From an optimization exercise on the open Yosys and OpenROAD flow, aimed at small area, a short achievable clock period and few clock cycles per item; shortcuts taken in it are not production practice.
Only simulation tests tie the RTL to the original design; equivalence was not proved.
No activity file was given, so power comes from the tool's default toggle rates.

[design.v]
package jti_pkg;
  localparam int MaxStepsDefault = 64;
  localparam int PosW    = 16;
  localparam int DurW    = 7;
  localparam int ModeW   = 2;
  localparam int StatW   = 2;
  localparam int CfgIdxW = 2;
  localparam int CfgW    = 16;
  localparam int InDataW  = 56;
  localparam int OutDataW = 48;
  localparam int DW = 19;
  localparam int RW = 18;
  localparam int TW = 20;
  localparam logic [ModeW-1:0] MODE_LINEAR = 2'd0;
  localparam logic [ModeW-1:0] MODE_CUBIC  = 2'd1;
  localparam logic [CfgIdxW-1:0] CFG_ROT_LO  = 2'd0;
  localparam logic [CfgIdxW-1:0] CFG_ROT_HI  = 2'd1;
  localparam logic [CfgIdxW-1:0] CFG_PRIS_LO = 2'd2;
  localparam logic [CfgIdxW-1:0] CFG_PRIS_HI = 2'd3;
  localparam logic signed [PosW-1:0] RotLoReset  = -16'sd12868;
  localparam logic signed [PosW-1:0] RotHiReset  = 16'sd12868;
  localparam logic signed [PosW-1:0] PrisLoReset = -16'sd614;
  localparam logic signed [PosW-1:0] PrisHiReset = 16'sd614;
  localparam logic [StatW-1:0] ST_OK       = 2'd0;
  localparam logic [StatW-1:0] ST_LIMIT    = 2'd1;
  localparam logic [StatW-1:0] ST_DURATION = 2'd2;
  localparam logic [StatW-1:0] ST_MODE     = 2'd3;
endpackage
module jti_setup (
  input  logic                   clk,
  input  logic                   ld,      
  input  logic [15:0]            tgt,
  input  logic [15:0]            spos,
  input  logic [1:0]             lz,
  output logic [15:0]            mag,     
  input  logic                   ds,      
  input  logic                   lin,
  input  logic                   lin_ld,  
  input  logic [jti_pkg::DW-1:0] dv,
  input  logic [7:0]             c1,
  input  logic [8:0]             c2,
  input  logic [8:0]             ca,      
  input  logic                   c3en,    
  output logic                   neg,
  output logic [jti_pkg::RW-1:0] r1, r2, r3,
  output logic [15:0]            q1,
  output logic [14:0]            q2, q3
);
  localparam int DW = jti_pkg::DW;
  localparam int RW = jti_pkg::RW;
  localparam int TW = jti_pkg::TW;
  function automatic logic [15:0] jti_addc(input logic [15:0] a, input logic [15:0] b,
                                           input logic cin);
    logic [15:0] x, pall;
    x = a ^ b;
    pall[0] = 1'b1;
    for (int i = 1; i < 16; i++) pall[i] = pall[i-1] & x[i-1];
    jti_addc = (a + b) ^ (pall & {16{cin}});
  endfunction
  logic [15:0] m;
  logic [RW-1:0] w1, w2, w3;
  logic        b, b2;    
  assign b  = m[15];
  assign r1 = w1;
  assign r2 = w2;
  assign r3 = w3;
  function automatic logic [TW:0] add3(input logic [TW:0] a, input logic [TW:0] bb,
                                       input logic [TW:0] e, input logic cin);
    add3 = (a ^ bb ^ e) + {(a[TW-1:0] & bb[TW-1:0]) | (a[TW-1:0] & e[TW-1:0]) |
                           (bb[TW-1:0] & e[TW-1:0]), cin};
  endfunction
  function automatic logic [RW+1:0] dstep(input logic [TW-1:0] a, input logic [TW-1:0] bb,
                                          input logic [DW-1:0] d);
    logic [TW:0] t, u1, u2;
    t  = {1'b0, a} + {1'b0, bb};
    u1 = add3({1'b0, a}, {1'b0, bb}, ~{2'b00, d}, 1'b1);
    u2 = add3({1'b0, a}, {1'b0, bb}, ~{1'b0, d, 1'b0}, 1'b1);
    if (!u2[TW])      dstep = {2'd2, u2[RW-1:0]};
    else if (!u1[TW]) dstep = {2'd1, u1[RW-1:0]};
    else              dstep = {2'd0, t[RW-1:0]};
  endfunction
  logic [16:0]   dp, dn;
  logic [15:0]   mshift;
  logic [RW+1:0] s1, s2, s3;
  logic [15:0]   q1a, q1p, q1q, q2i, q3i;
  always_comb begin
    dp  = {tgt[15], tgt} - {spos[15], spos};
    dn  = {spos[15], spos} - {tgt[15], tgt};
    mag = dp[16] ? dn[15:0] : dp[15:0];
    mshift = mag << lz;
    s1  = dstep({1'b0, w1, 1'b0}, b ? TW'(c1) : '0, dv);
    s2  = dstep({1'b0, w2, 1'b0}, b2 ? TW'(c2) : '0, dv);
    s3  = dstep({1'b0, w3, 1'b0}, (b && c3en) ? TW'(12) : '0, dv);
    q1a = {q1[14:0], 1'b0} + (b ? {7'd0, ca} : 16'd0);
    q1p = jti_addc(q1a, 16'd0, 1'b1);
    q1q = jti_addc({1'b0, q1a[15:1]}, 16'd0, 1'b1);
    q2i = jti_addc({1'b0, q2}, 16'd0, s2[RW+1]);
    q3i = jti_addc({1'b0, q3}, 16'd0, s3[RW+1]);
  end
  always_ff @(posedge clk) begin
    if (ld) begin
      neg <= dp[16];
      m   <= mag << lz;
      b2  <= lin_ld ? mag[7] : mshift[15];
    end else if (ds) begin
      m   <= {m[14:0], 1'b0};
      b2  <= lin ? m[6] : m[14];
    end
    if (ld) begin
      w1 <= '0;
      w2 <= '0;
      w3 <= '0;
      q1 <= '0;
      q2 <= '0;
      q3 <= '0;
    end else if (ds) begin
      w1 <= s1[RW-1:0];
      w2 <= s2[RW-1:0];
      w3 <= s3[RW-1:0];
      q1 <= s1[RW+1] ? {q1q[14:0], q1a[0]} : (s1[RW] ? q1p : q1a);
      q2 <= {q2i[13:0], s2[RW]};
      q3 <= {q3i[13:0], s3[RW]};
    end
  end
endmodule
module jti_emit (
  input  logic                   clk,
  input  logic                   rst,
  input  logic                   bl,      
  input  logic                   ho,      
  input  logic                   lin_in,  
  input  logic                   ec,      
  input  logic                   neg_in,
  input  logic [jti_pkg::RW-1:0] r1_in, r2_in, r3_in,
  input  logic [15:0]            q1_in,
  input  logic [14:0]            q2_in, q3_in,
  input  logic [jti_pkg::DW-1:0] dv_in,   
  input  logic                   es,      
  input  logic [jti_pkg::DW-1:0] dv,      
  output logic [15:0]            pos
);
  localparam int DW = jti_pkg::DW;
  localparam int RW = jti_pkg::RW;
  function automatic logic [15:0] jti_addc(input logic [15:0] a, input logic [15:0] b,
                                           input logic cin);
    logic [15:0] x, pall;
    x = a ^ b;
    pall[0] = 1'b1;
    for (int i = 1; i < 16; i++) pall[i] = pall[i-1] & x[i-1];
    jti_addc = (a + b) ^ (pall & {16{cin}});
  endfunction
  logic          bneg;
  logic [RW-1:0] br1, br2, br3;
  logic [15:0]   bq1;
  logic [14:0]   bq2, bq3;
  logic          neg;
  logic [RW-1:0] r0, r1, r2, r3;
  logic [15:0]   q1;
  logic [14:0]   q2, q3;
  function automatic logic [RW:0] estep(input logic [RW-1:0] a, input logic [RW-1:0] bb,
                                        input logic [DW-1:0] d);
    logic [RW+1:0] t, u;
    t = {2'b00, a} + {2'b00, bb};
    u = ({2'b00, a} ^ {2'b00, bb} ^ ~{1'b0, d}) +
        {({1'b0, a} & {1'b0, bb}) | ({1'b0, a} & ~d) | ({1'b0, bb} & ~d), 1'b1};
    estep = u[RW+1] ? {1'b0, t[RW-1:0]} : {1'b1, u[RW-1:0]};
  endfunction
  logic [RW:0]   e0, e1;
  logic [RW+1:0] t2, u2;
  logic [15:0]   pa, qb, qc;
  always_comb begin
    e0 = estep(r0, r1, dv);
    e1 = estep(r1, r2, dv);
    t2 = {2'b00, r2} + ~{2'b00, r3} + (RW+2)'(1);
    u2 = ({2'b00, r2} ^ ~{2'b00, r3} ^ {1'b0, dv}) +
         {({1'b0, r2} & ~{1'b0, r3}) | ({1'b0, r2} & dv) | (~{1'b0, r3} & dv), 1'b1};
    pa = jti_addc(pos, q1 ^ {16{neg}}, e0[RW] ^ neg);
    qb = jti_addc(q1, {q2[14], q2}, e1[RW]);
    qc = jti_addc({1'b0, q2}, {1'b1, ~q3}, !t2[RW+1]);
  end
  always_ff @(posedge clk) begin
    if (rst) begin
      pos <= '0;
    end else if (es) begin
      pos <= pa;
    end
  end
  always_ff @(posedge clk) begin
    if (bl) begin
      bneg <= neg_in;
      br1  <= r1_in;
      br2  <= r2_in;
      br3  <= r3_in;
      bq1  <= q1_in;
      bq2  <= q2_in;
      bq3  <= q3_in;
    end
  end
  always_ff @(posedge clk) begin
    if (ho) begin
      neg <= bneg;
      r0  <= RW'(dv_in >> 1);
      r1  <= br1;
      r2  <= br2;
      r3  <= lin_in ? br2 : br3;
      q1  <= bq1;
      q2  <= bq2;
      q3  <= lin_in ? bq2 : bq3;
    end else if (es || ec) begin
      if (es) begin
        r0 <= e0[RW-1:0];
      end
      if (ec) begin
        r3 <= '0;
        q3 <= '0;
      end
      r1  <= e1[RW-1:0];
      r2  <= t2[RW+1] ? u2[RW-1:0] : t2[RW-1:0];
      q1  <= qb;
      q2  <= qc[14:0];
    end
  end
endmodule
module joint_trajectory_interpolator_unit #(
  parameter int MAX_STEPS = jti_pkg::MaxStepsDefault
) (
  input  logic                         clk,
  input  logic                         rst,
  input  logic                         s_axis_tvalid,
  output logic                         s_axis_tready,
  input  logic [jti_pkg::InDataW-1:0]  s_axis_tdata,
  input  logic [jti_pkg::ModeW-1:0]    s_axis_tuser,
  output logic                         m_axis_tvalid,
  input  logic                         m_axis_tready,
  output logic [jti_pkg::OutDataW-1:0] m_axis_tdata,
  output logic [jti_pkg::StatW-1:0]    m_axis_tuser,
  output logic                         m_axis_tlast,
  input  logic                         cfg_we,
  input  logic [jti_pkg::CfgIdxW-1:0]  cfg_index,
  input  logic [jti_pkg::CfgW-1:0]     cfg_data
);
  localparam int DW = jti_pkg::DW;
  localparam int RW = jti_pkg::RW;
  localparam logic [jti_pkg::DurW-1:0] MaxN = jti_pkg::DurW'(MAX_STEPS);
  function automatic logic [DW-1:0] cube(input logic [jti_pkg::DurW-1:0] x);
    case (x)
      7'd1: cube = 19'd1;
      7'd2: cube = 19'd8;
      7'd3: cube = 19'd27;
      7'd4: cube = 19'd64;
      7'd5: cube = 19'd125;
      7'd6: cube = 19'd216;
      7'd7: cube = 19'd343;
      7'd8: cube = 19'd512;
      7'd9: cube = 19'd729;
      7'd10: cube = 19'd1000;
      7'd11: cube = 19'd1331;
      7'd12: cube = 19'd1728;
      7'd13: cube = 19'd2197;
      7'd14: cube = 19'd2744;
      7'd15: cube = 19'd3375;
      7'd16: cube = 19'd4096;
      7'd17: cube = 19'd4913;
      7'd18: cube = 19'd5832;
      7'd19: cube = 19'd6859;
      7'd20: cube = 19'd8000;
      7'd21: cube = 19'd9261;
      7'd22: cube = 19'd10648;
      7'd23: cube = 19'd12167;
      7'd24: cube = 19'd13824;
      7'd25: cube = 19'd15625;
      7'd26: cube = 19'd17576;
      7'd27: cube = 19'd19683;
      7'd28: cube = 19'd21952;
      7'd29: cube = 19'd24389;
      7'd30: cube = 19'd27000;
      7'd31: cube = 19'd29791;
      7'd32: cube = 19'd32768;
      7'd33: cube = 19'd35937;
      7'd34: cube = 19'd39304;
      7'd35: cube = 19'd42875;
      7'd36: cube = 19'd46656;
      7'd37: cube = 19'd50653;
      7'd38: cube = 19'd54872;
      7'd39: cube = 19'd59319;
      7'd40: cube = 19'd64000;
      7'd41: cube = 19'd68921;
      7'd42: cube = 19'd74088;
      7'd43: cube = 19'd79507;
      7'd44: cube = 19'd85184;
      7'd45: cube = 19'd91125;
      7'd46: cube = 19'd97336;
      7'd47: cube = 19'd103823;
      7'd48: cube = 19'd110592;
      7'd49: cube = 19'd117649;
      7'd50: cube = 19'd125000;
      7'd51: cube = 19'd132651;
      7'd52: cube = 19'd140608;
      7'd53: cube = 19'd148877;
      7'd54: cube = 19'd157464;
      7'd55: cube = 19'd166375;
      7'd56: cube = 19'd175616;
      7'd57: cube = 19'd185193;
      7'd58: cube = 19'd195112;
      7'd59: cube = 19'd205379;
      7'd60: cube = 19'd216000;
      7'd61: cube = 19'd226981;
      7'd62: cube = 19'd238328;
      7'd63: cube = 19'd250047;
      7'd64: cube = 19'd262144;
      default: cube = '0;
    endcase
  endfunction
  function automatic logic [16:0] abt(input logic [jti_pkg::DurW-1:0] x);
    case (x)
      7'd1: abt = {9'd256, 8'd0};
      7'd2: abt = {9'd128, 8'd0};
      7'd3: abt = {9'd85, 8'd1};
      7'd4: abt = {9'd64, 8'd0};
      7'd5: abt = {9'd51, 8'd1};
      7'd6: abt = {9'd42, 8'd4};
      7'd7: abt = {9'd36, 8'd4};
      7'd8: abt = {9'd32, 8'd0};
      7'd9: abt = {9'd28, 8'd4};
      7'd10: abt = {9'd25, 8'd6};
      7'd11: abt = {9'd23, 8'd3};
      7'd12: abt = {9'd21, 8'd4};
      7'd13: abt = {9'd19, 8'd9};
      7'd14: abt = {9'd18, 8'd4};
      7'd15: abt = {9'd17, 8'd1};
      7'd16: abt = {9'd16, 8'd0};
      7'd17: abt = {9'd15, 8'd1};
      7'd18: abt = {9'd14, 8'd4};
      7'd19: abt = {9'd13, 8'd9};
      7'd20: abt = {9'd12, 8'd16};
      7'd21: abt = {9'd12, 8'd4};
      7'd22: abt = {9'd11, 8'd14};
      7'd23: abt = {9'd11, 8'd3};
      7'd24: abt = {9'd10, 8'd16};
      7'd25: abt = {9'd10, 8'd6};
      7'd26: abt = {9'd9, 8'd22};
      7'd27: abt = {9'd9, 8'd13};
      7'd28: abt = {9'd9, 8'd4};
      7'd29: abt = {9'd8, 8'd24};
      7'd30: abt = {9'd8, 8'd16};
      7'd31: abt = {9'd8, 8'd8};
      7'd32: abt = {9'd8, 8'd0};
      7'd33: abt = {9'd7, 8'd25};
      7'd34: abt = {9'd7, 8'd18};
      7'd35: abt = {9'd7, 8'd11};
      7'd36: abt = {9'd7, 8'd4};
      7'd37: abt = {9'd6, 8'd34};
      7'd38: abt = {9'd6, 8'd28};
      7'd39: abt = {9'd6, 8'd22};
      7'd40: abt = {9'd6, 8'd16};
      7'd41: abt = {9'd6, 8'd10};
      7'd42: abt = {9'd6, 8'd4};
      7'd43: abt = {9'd5, 8'd41};
      7'd44: abt = {9'd5, 8'd36};
      7'd45: abt = {9'd5, 8'd31};
      7'd46: abt = {9'd5, 8'd26};
      7'd47: abt = {9'd5, 8'd21};
      7'd48: abt = {9'd5, 8'd16};
      7'd49: abt = {9'd5, 8'd11};
      7'd50: abt = {9'd5, 8'd6};
      7'd51: abt = {9'd5, 8'd1};
      7'd52: abt = {9'd4, 8'd48};
      7'd53: abt = {9'd4, 8'd44};
      7'd54: abt = {9'd4, 8'd40};
      7'd55: abt = {9'd4, 8'd36};
      7'd56: abt = {9'd4, 8'd32};
      7'd57: abt = {9'd4, 8'd28};
      7'd58: abt = {9'd4, 8'd24};
      7'd59: abt = {9'd4, 8'd20};
      7'd60: abt = {9'd4, 8'd16};
      7'd61: abt = {9'd4, 8'd12};
      7'd62: abt = {9'd4, 8'd8};
      7'd63: abt = {9'd4, 8'd4};
      7'd64: abt = {9'd4, 8'd0};
      default: abt = '0;
    endcase
  endfunction
  logic signed [15:0] rot_lo, rot_hi, pris_lo, pris_hi;
  logic                        ir_full;
  logic signed [15:0]          ir_t [3];
  logic [jti_pkg::DurW-1:0]    ir_n;
  logic [jti_pkg::ModeW-1:0]   ir_mode;
  logic [15:0]                 snext [3];
  logic                        se_div, se_done;
  logic [1:0]                  se_stat;
  logic [3:0]                  se_kc;
  logic [jti_pkg::DurW-1:0]    se_n;
  logic [DW-1:0]               se_dv;
  logic [7:0]                  se_c1;
  logic [8:0]                  se_c2;
  logic [8:0]                  se_ca;
  logic                        se_cubic;
  logic                        bf_full;
  logic [1:0]                  bf_stat;
  logic [jti_pkg::DurW-1:0]    bf_n;
  logic [DW-1:0]               bf_dv;
  logic                        bf_cubic;
  logic                        bl;
  logic                        ee_run;
  logic                        ee_comb;  
  logic [jti_pkg::DurW-1:0]    ee_kc;    
  logic [DW-1:0]               ee_dv;
  logic                        out_valid;
  logic                        out_last;
  logic [1:0]                  out_stat;
  logic [15:0]                 pos [3];
  logic                        lim_err, dur_err, mode_err;
  logic [1:0]                  chk;
  logic                        out_free, es, ee_last;
  logic                        ho_ok, ho_err, se_free, take, ld;
  logic                        in_cubic;
  logic [16:0]                 ab_n;
  logic [15:0]                 mag [3];
  logic [15:0]                 mag_or;
  logic [1:0]                  lz;
  logic                        neg_s [3];
  logic [RW-1:0]               r1_s [3];
  logic [RW-1:0]               r2_s [3];
  logic [RW-1:0]               r3_s [3];
  logic [15:0]                 q1_s [3];
  logic [14:0]                 q2_s [3];
  logic [14:0]                 q3_s [3];
  assign lim_err = (ir_t[0] < rot_lo) || (ir_t[0] > rot_hi) ||
                   (ir_t[1] < rot_lo) || (ir_t[1] > rot_hi) ||
                   (ir_t[2] < pris_lo) || (ir_t[2] > pris_hi);
  assign dur_err  = (ir_n == '0) || (ir_n > MaxN);
  assign mode_err = ir_mode[1];
  assign chk = lim_err ? jti_pkg::ST_LIMIT :
               dur_err ? jti_pkg::ST_DURATION :
               mode_err ? jti_pkg::ST_MODE : jti_pkg::ST_OK;
  assign in_cubic = ir_mode[0];
  assign ab_n     = abt(ir_n);
  assign mag_or = mag[0] | mag[1] | mag[2];
  assign lz     = !in_cubic ? 2'd0 : mag_or[15] ? 2'd0 : mag_or[14] ? 2'd1 :
                  mag_or[13] ? 2'd2 : 2'd3;
  assign out_free = !out_valid || m_axis_tready;
  assign es       = ee_run && !ee_comb && out_free;
  assign ee_last  = (ee_kc == jti_pkg::DurW'(1));
  assign ho_ok    = bf_full && (bf_stat == jti_pkg::ST_OK) && (!ee_run || (es && ee_last));
  assign ho_err   = bf_full && (bf_stat != jti_pkg::ST_OK) && !ee_run && out_free;
  assign bl       = se_done && !bf_full;
  assign se_free  = !se_div && (!se_done || bl);
  assign take     = ir_full && se_free;
  assign ld       = take && (chk == jti_pkg::ST_OK);
  always_ff @(posedge clk) begin
    if (rst) begin
      rot_lo  <= jti_pkg::RotLoReset;
      rot_hi  <= jti_pkg::RotHiReset;
      pris_lo <= jti_pkg::PrisLoReset;
      pris_hi <= jti_pkg::PrisHiReset;
    end else if (cfg_we) begin
      case (cfg_index)
        jti_pkg::CFG_ROT_LO:  rot_lo  <= cfg_data;
        jti_pkg::CFG_ROT_HI:  rot_hi  <= cfg_data;
        jti_pkg::CFG_PRIS_LO: pris_lo <= cfg_data;
        default:              pris_hi <= cfg_data;
      endcase
    end
  end
  assign s_axis_tready = !ir_full;
  always_ff @(posedge clk) begin
    if (rst) begin
      ir_full <= 1'b0;
    end else if (s_axis_tvalid && s_axis_tready) begin
      ir_full <= 1'b1;
    end else if (take) begin
      ir_full <= 1'b0;
    end
  end
  always_ff @(posedge clk) begin
    if (s_axis_tvalid && s_axis_tready) begin
      ir_t[0] <= s_axis_tdata[15:0];
      ir_t[1] <= s_axis_tdata[31:16];
      ir_t[2] <= s_axis_tdata[47:32];
      ir_n    <= s_axis_tdata[54:48];
      ir_mode <= s_axis_tuser;
    end
  end
  always_ff @(posedge clk) begin
    if (rst) begin
      snext[0] <= '0;
      snext[1] <= '0;
      snext[2] <= '0;
    end else if (ld) begin
      snext[0] <= ir_t[0];
      snext[1] <= ir_t[1];
      snext[2] <= ir_t[2];
    end
  end
  always_ff @(posedge clk) begin
    if (rst) begin
      se_div  <= 1'b0;
      se_done <= 1'b0;
    end else begin
      if (take) begin
        se_div  <= ld;
        se_done <= !ld;
      end else if (bl) begin
        se_done <= 1'b0;
      end
      if (se_div && (se_kc == 4'd15)) begin
        se_div  <= 1'b0;
        se_done <= 1'b1;
      end
    end
  end
  always_ff @(posedge clk) begin
    if (take) begin
      se_stat  <= chk;
    end
    if (ld) begin
      se_n     <= ir_n;
      se_cubic <= in_cubic;
      se_dv    <= in_cubic ? cube(ir_n) : DW'(ir_n);
      se_c1    <= in_cubic ? 8'(3 * ir_n - 2) : ab_n[7:0];
      se_c2    <= in_cubic ? 9'(6 * ir_n - 12) : 9'd1;
      se_ca    <= in_cubic ? 9'd0 : ab_n[16:8];
      se_kc    <= in_cubic ? {2'b00, lz} : 4'd8;
    end else if (se_div) begin
      se_kc    <= se_kc + 1'b1;
    end
  end
  always_ff @(posedge clk) begin
    if (rst) begin
      bf_full <= 1'b0;
    end else if (bl) begin
      bf_full <= 1'b1;
    end else if (ho_ok || ho_err) begin
      bf_full <= 1'b0;
    end
  end
  always_ff @(posedge clk) begin
    if (bl) begin
      bf_stat  <= se_stat;
      bf_n     <= se_n;
      bf_dv    <= se_dv;
      bf_cubic <= se_cubic;
    end
  end
  always_ff @(posedge clk) begin
    if (rst) begin
      ee_run  <= 1'b0;
      ee_comb <= 1'b0;
    end else begin
      if (ho_ok) begin
        ee_run <= 1'b1;
      end else if (es && ee_last) begin
        ee_run <= 1'b0;
      end
      ee_comb <= ho_ok && !bf_cubic;
    end
  end
  always_ff @(posedge clk) begin
    if (ho_ok) begin
      ee_kc <= bf_n;
      ee_dv <= bf_dv;
    end else if (es) begin
      ee_kc <= ee_kc - 1'b1;
    end
  end
  always_ff @(posedge clk) begin
    if (rst) begin
      out_valid <= 1'b0;
    end else if (es || ho_err) begin
      out_valid <= 1'b1;
    end else if (m_axis_tready) begin
      out_valid <= 1'b0;
    end
  end
  always_ff @(posedge clk) begin
    if (ho_err) begin
      out_stat <= bf_stat;
      out_last <= 1'b1;
    end else if (es) begin
      out_stat <= jti_pkg::ST_OK;
      out_last <= ee_last;
    end
  end
  for (genvar j = 0; j < 3; j++) begin : g_joint
    jti_setup u_setup (
      .clk   (clk),
      .ld    (ld),
      .tgt   (ir_t[j]),
      .spos  (snext[j]),
      .lz    (lz),
      .mag   (mag[j]),
      .ds    (se_div),
      .lin   (!se_cubic),
      .lin_ld(!in_cubic),
      .dv    (se_dv),
      .c1    (se_c1),
      .c2    (se_c2),
      .ca    (se_ca),
      .c3en  (se_cubic),
      .neg   (neg_s[j]),
      .r1    (r1_s[j]),
      .r2    (r2_s[j]),
      .r3    (r3_s[j]),
      .q1    (q1_s[j]),
      .q2    (q2_s[j]),
      .q3    (q3_s[j])
    );
    jti_emit u_emit (
      .clk    (clk),
      .rst    (rst),
      .bl     (bl),
      .ho     (ho_ok),
      .lin_in (!bf_cubic),
      .ec     (ee_comb),
      .neg_in (neg_s[j]),
      .r1_in  (r1_s[j]),
      .r2_in  (r2_s[j]),
      .r3_in  (r3_s[j]),
      .q1_in  (q1_s[j]),
      .q2_in  (q2_s[j]),
      .q3_in  (q3_s[j]),
      .dv_in  (bf_dv),
      .es     (es),
      .dv     (ee_dv),
      .pos    (pos[j])
    );
  end
  assign m_axis_tvalid = out_valid;
  assign m_axis_tdata  = {pos[2], pos[1], pos[0]};
  assign m_axis_tuser  = out_stat;
  assign m_axis_tlast  = out_last;
endmodule
[run.sh]
#!/bin/bash
# synth_recipe.tcl (not shown) runs the flow's synth.tcl, then flattens the netlist and writes it again
# the make line also repeats each setting of config.mk as NAME=value (left out here)
make -C /OpenROAD-flow-scripts/flow DESIGN_CONFIG=/design/flow/config.mk WORK_HOME=/design/flow/orfs CLKGATE_MAP_FILE= SYNTH_SCRIPT=/design/flow/synth_recipe.tcl finish
[config.mk]
export PLATFORM = sky130hd
export DESIGN_NAME = joint_trajectory_interpolator_unit
export DESIGN_NICKNAME = joint_trajectory_interpolator_unit
export VERILOG_FILES = /design/flow/design.v
export SDC_FILE = /design/flow/constraint.sdc
export NUM_CORES = 4
export LEC_CHECK = 0
export CAP_MARGIN = 20
export CORE_MARGIN = 2
export CORE_UTILIZATION = 40
export SETUP_SLACK_MARGIN = 5
export SLEW_MARGIN = 20
[constraint.sdc]
create_clock -name core_clock -period 10.0 [get_ports {clk}]
set_input_delay 2.0000 -clock core_clock [delete_from_list [all_inputs] [get_ports {clk}]]
set_output_delay 2.0000 -clock core_clock [all_outputs]
set_load 0.01 [all_outputs]
==> run notes <==
[cell families after synthesis]
family | synth area share, %
flip-flops | 31.3
AO/OA/AOI/OAI | 18.2
buffers and inverters | 5.38
AND/OR/NAND/NOR | 14.2
XOR/XNOR | 7.71
multiplexers | 2.69
adder cells (fa/ha/maj) | 20.6
[worst max-delay path by stage]
stage               slack (ns)  cells after the start           from                        to
global placement          3.77                     16       se_dv[2]  g_joint[2].u_setup.w1[0]
global route              4.96                     16       se_cubic  g_joint[2].u_setup.w3[3]
CTS                       5.00                     14       ee_dv[2]   g_joint[1].u_emit.q1[8]
floorplan                 4.29                      1        se_done                  bf_cubic
detailed placement        3.71                     16       se_dv[2]  g_joint[2].u_setup.w1[0]
finish                    5.16                     12  m_axis_tready  g_joint[0].u_emit.r2[10]
[sequential cells by signal, indices dropped and copies added, names as in the netlist, 54 cells and up, named ones only]
name / flops
g_joint.u_emit.br1: 54
g_joint.u_emit.br2: 54
g_joint.u_emit.br3: 54
g_joint.u_emit.r0: 54
g_joint.u_emit.r1: 54
g_joint.u_emit.r2: 54
g_joint.u_emit.r3: 54
g_joint.u_setup.w1: 54
g_joint.u_setup.w2: 54
g_joint.u_setup.w3: 54
[cell type report]
class,count,area (um2),area share (%)
clock inverters,90,982,0.752
inverters,1228,4670,3.58
well taps,3900,4880,3.74
multi-input cells,10000,75000,57.4
repair buffers,341,3370,2.58
flip-flops and latches,1389,36700,28.1
clock buffers,232,4910,3.76
diodes,26,65.1,0.0498
[placed cells by master (no fill, tap or decap), drive strengths merged, types with 226 or more instances in the layout]
master and instances:
xnor2 662, nand3 269, a21oi 1049, xor2 365
dfxtp 502, inv 1227, nor2 1127, nand2 1076
fa 326, edfxtp 887, mux2i 269, nor3 261
o21ai 743, a21o 243, a211oi 226, ha 1411
clkbuf 234
[metal layers]
layer	vias to the layer above	track usage [%]	part of all wire, %
li1	46800	-	-
met1	45200	32.3	46
met2	2537	36.3	44
met3	474	3.16	6.5
met4	4	8.55	4.2
met5	-	0	0.0096
[report_power, final]
| part | total (mW) | internal [mW] | switching, mW |
|---|---|---|---|
| combinational | 3.72 | 1.56 | 2.16 |
| sequential | 6.67 | 6.38 | 0.283 |
| clock | 6.59 | 3.89 | 2.71 |
[per-stage QoR]
step	instances	setup WS [ns]	total power, mW
floorplan	13100	4.29	9.45
global route	17200	4.96	17.8
finish	17200	5.16	17.0
detailed placement	16800	3.71	10.4
global placement	16800	3.77	10.3
CTS	17200	5.00	17.0
[what timing repair did]
action | in CTS | in global routing
pin swaps | 10 | 15
setup buffers | 51 | 29
gates resized for setup | 68 | 93
gates cloned | 4 | 2
setup endpoints to repair | 436 | 444
==> out/metrics.cfg <==
[placement]
routabilityCongestion = 0.919
dpl_cell_area_um2 = 123000
dp_hpwl_um = 268000
portBuffers = 132

[yosys]
yosys_warnings = 16
yosys.area.top_type = edfxtp_1
syn_nets = 14900
synthArstFlopShare_pct = 0
synthCells = 13100
synth.area.top_cells = edfxtp_1 (23%), ha_1 (15%), dfxtp_1 (8.6%)
synth_common_cells = ha_1 (1,411), inv_1 (1,218), nor2_1 (1,127)
post-synth-top-count-cell = ha_1
ys.flop_type = edfxtp_1
syn_area_um2 = 117000
ys_types = 106
synth-edff-count = 887
yosysTopAreaCellShare_pct = 22.7
synth_sequential_area_ratio_pct = 31.3
yosys_register_bits = 1389
syn-mean-instance-area_um2 = 8.97

[floorplanning]
coreArea_um2 = 291000
row_count = 198
dieArea_um2 = 298000
start_util_pct = 40.3
die_height_um = 545
die-width_um = 545
io_pins = 134

[setup_path]
reg2reg_depth = 22
cp.required_ns = 10.63
crit_chain = clkdlybuf4s50_1 -> nor2b_2 -> nor3b_4 -> nand4b_1 -> nand2_1 -> nand3_4 -> buf_4 -> buf_6 -> buf_4 -> o21ai_0 -> a21oi_1 -> nor2_1
cp_common_cell = buf_4
start_kind = input port
cpLargestDelayFamily = buffers and inverters
arrival_ns = 5.46
reg2reg_to = g_joint[2].u_setup.q1[15]
crit_slowest_cell = buf_4
worstReg2RegStart = g_joint[2].u_setup.m[15]
cp_max_fo = 58
max_stage_delay_ns = 0.61
cp-end-kind = flop
worstSetupPathType = in2reg
path_buf_inv = 4
reg2reg_slack_ns = 5.16

[final_layout]
stdcell_area_um2 = 131000
fin_util_pct = 44.8
nFillCells = 28400
drive_above_1_share_pct = 5.56
nets = 15000
area_growth_pct = 11.3

[clock_network]
cts_buffers = 174
cts.reportedPaths.clkPinSlew_ns = 0.06
cts_tree = yes
cts.sinks = 1389
htreeDepth = 4
clock_latency_ns = 0.88
clock_path_buffers = 4
ctsHoldBuffers = 0
root_buffer = clkbuf_16

[global_route]
grt_max_degree = 146
grt_antenna_before_repair = 15
grt_overflow = 0
grt_pass1_wl_um = 540000
grt_pass1_vias = 89300
grt_usage_pct = 23.1

[timing]
worstMarginPinSlew_ns = 1.12
clock_skew_ns = 0.0914
period_minus_slack_ns = 4.84
setup_tns_ns = 0
rsz0062_at_grt = yes
final_hold_viol_count = 0
fmax_ghz = 0.207
maxSlewViolCount = 0
finalSetupViolCount = 0
relSlewSlack_pct = 25.5
timing.hold.ws_ns = 0.409
period_share_pct = 48.4

[run]
cap_viol_max_count = 0

[pwr]
leakage_nw = 55.7
vdd_drop_max_mv = 0.129
power_density_nw_per_um2 = 130

[worst_hold_path]
min_path_cells = 0
min_path_type = reg2reg
hold_start = se_stat[1]
holdPathEnd = bf_stat[1]

[route]
drc_errors = 0
wirelength_um = 355000
drt-wirelength-per-cell_um = 20.6
drtIter0Drc = 7669
vias = 95000
viasPerCell = 5.51
drtPass1Iterations = 5
ant_nets = 0

[run_status]
status = complete, no violations

Testbench counts, summed over its fixed seeds: cycles 8,204, items 6,355.

==> what the ideal ports hide <==
In the flow no input, the clock included, has a driving cell. The finished layout below was timed again as built, in two steps.
Step 1 (the two cells are an assumption about what drives the block):
set clk [get_ports {clk}]
set_driving_cell -lib_cell sky130_fd_sc_hd__clkbuf_16 $clk
set_driving_cell -lib_cell sky130_fd_sc_hd__buf_2 [delete_from_list [all_inputs] $clk]
Step 2 times the ports against the registers' clock, not the clock port: input delays grow and output delays shrink by t, the midpoint of the rising clock arrivals with the driver on.
Three values: no drivers, after step 1, after step 2; two values: the first two.
t (ns): 0.930
setup slack, ns: 5.163 / 5.163 / 4.300
worst hold slack (ns): 0.409 / 0.409 / 0.409
slew at the worst register clock pin (ns): 0.07 / 0.07
worst slew at a driven data input, ns: 0.14
After both steps this run still meets setup and hold. The setup slack of this run moves by 0.000 ns with the drivers and by -0.863 ns with both steps.
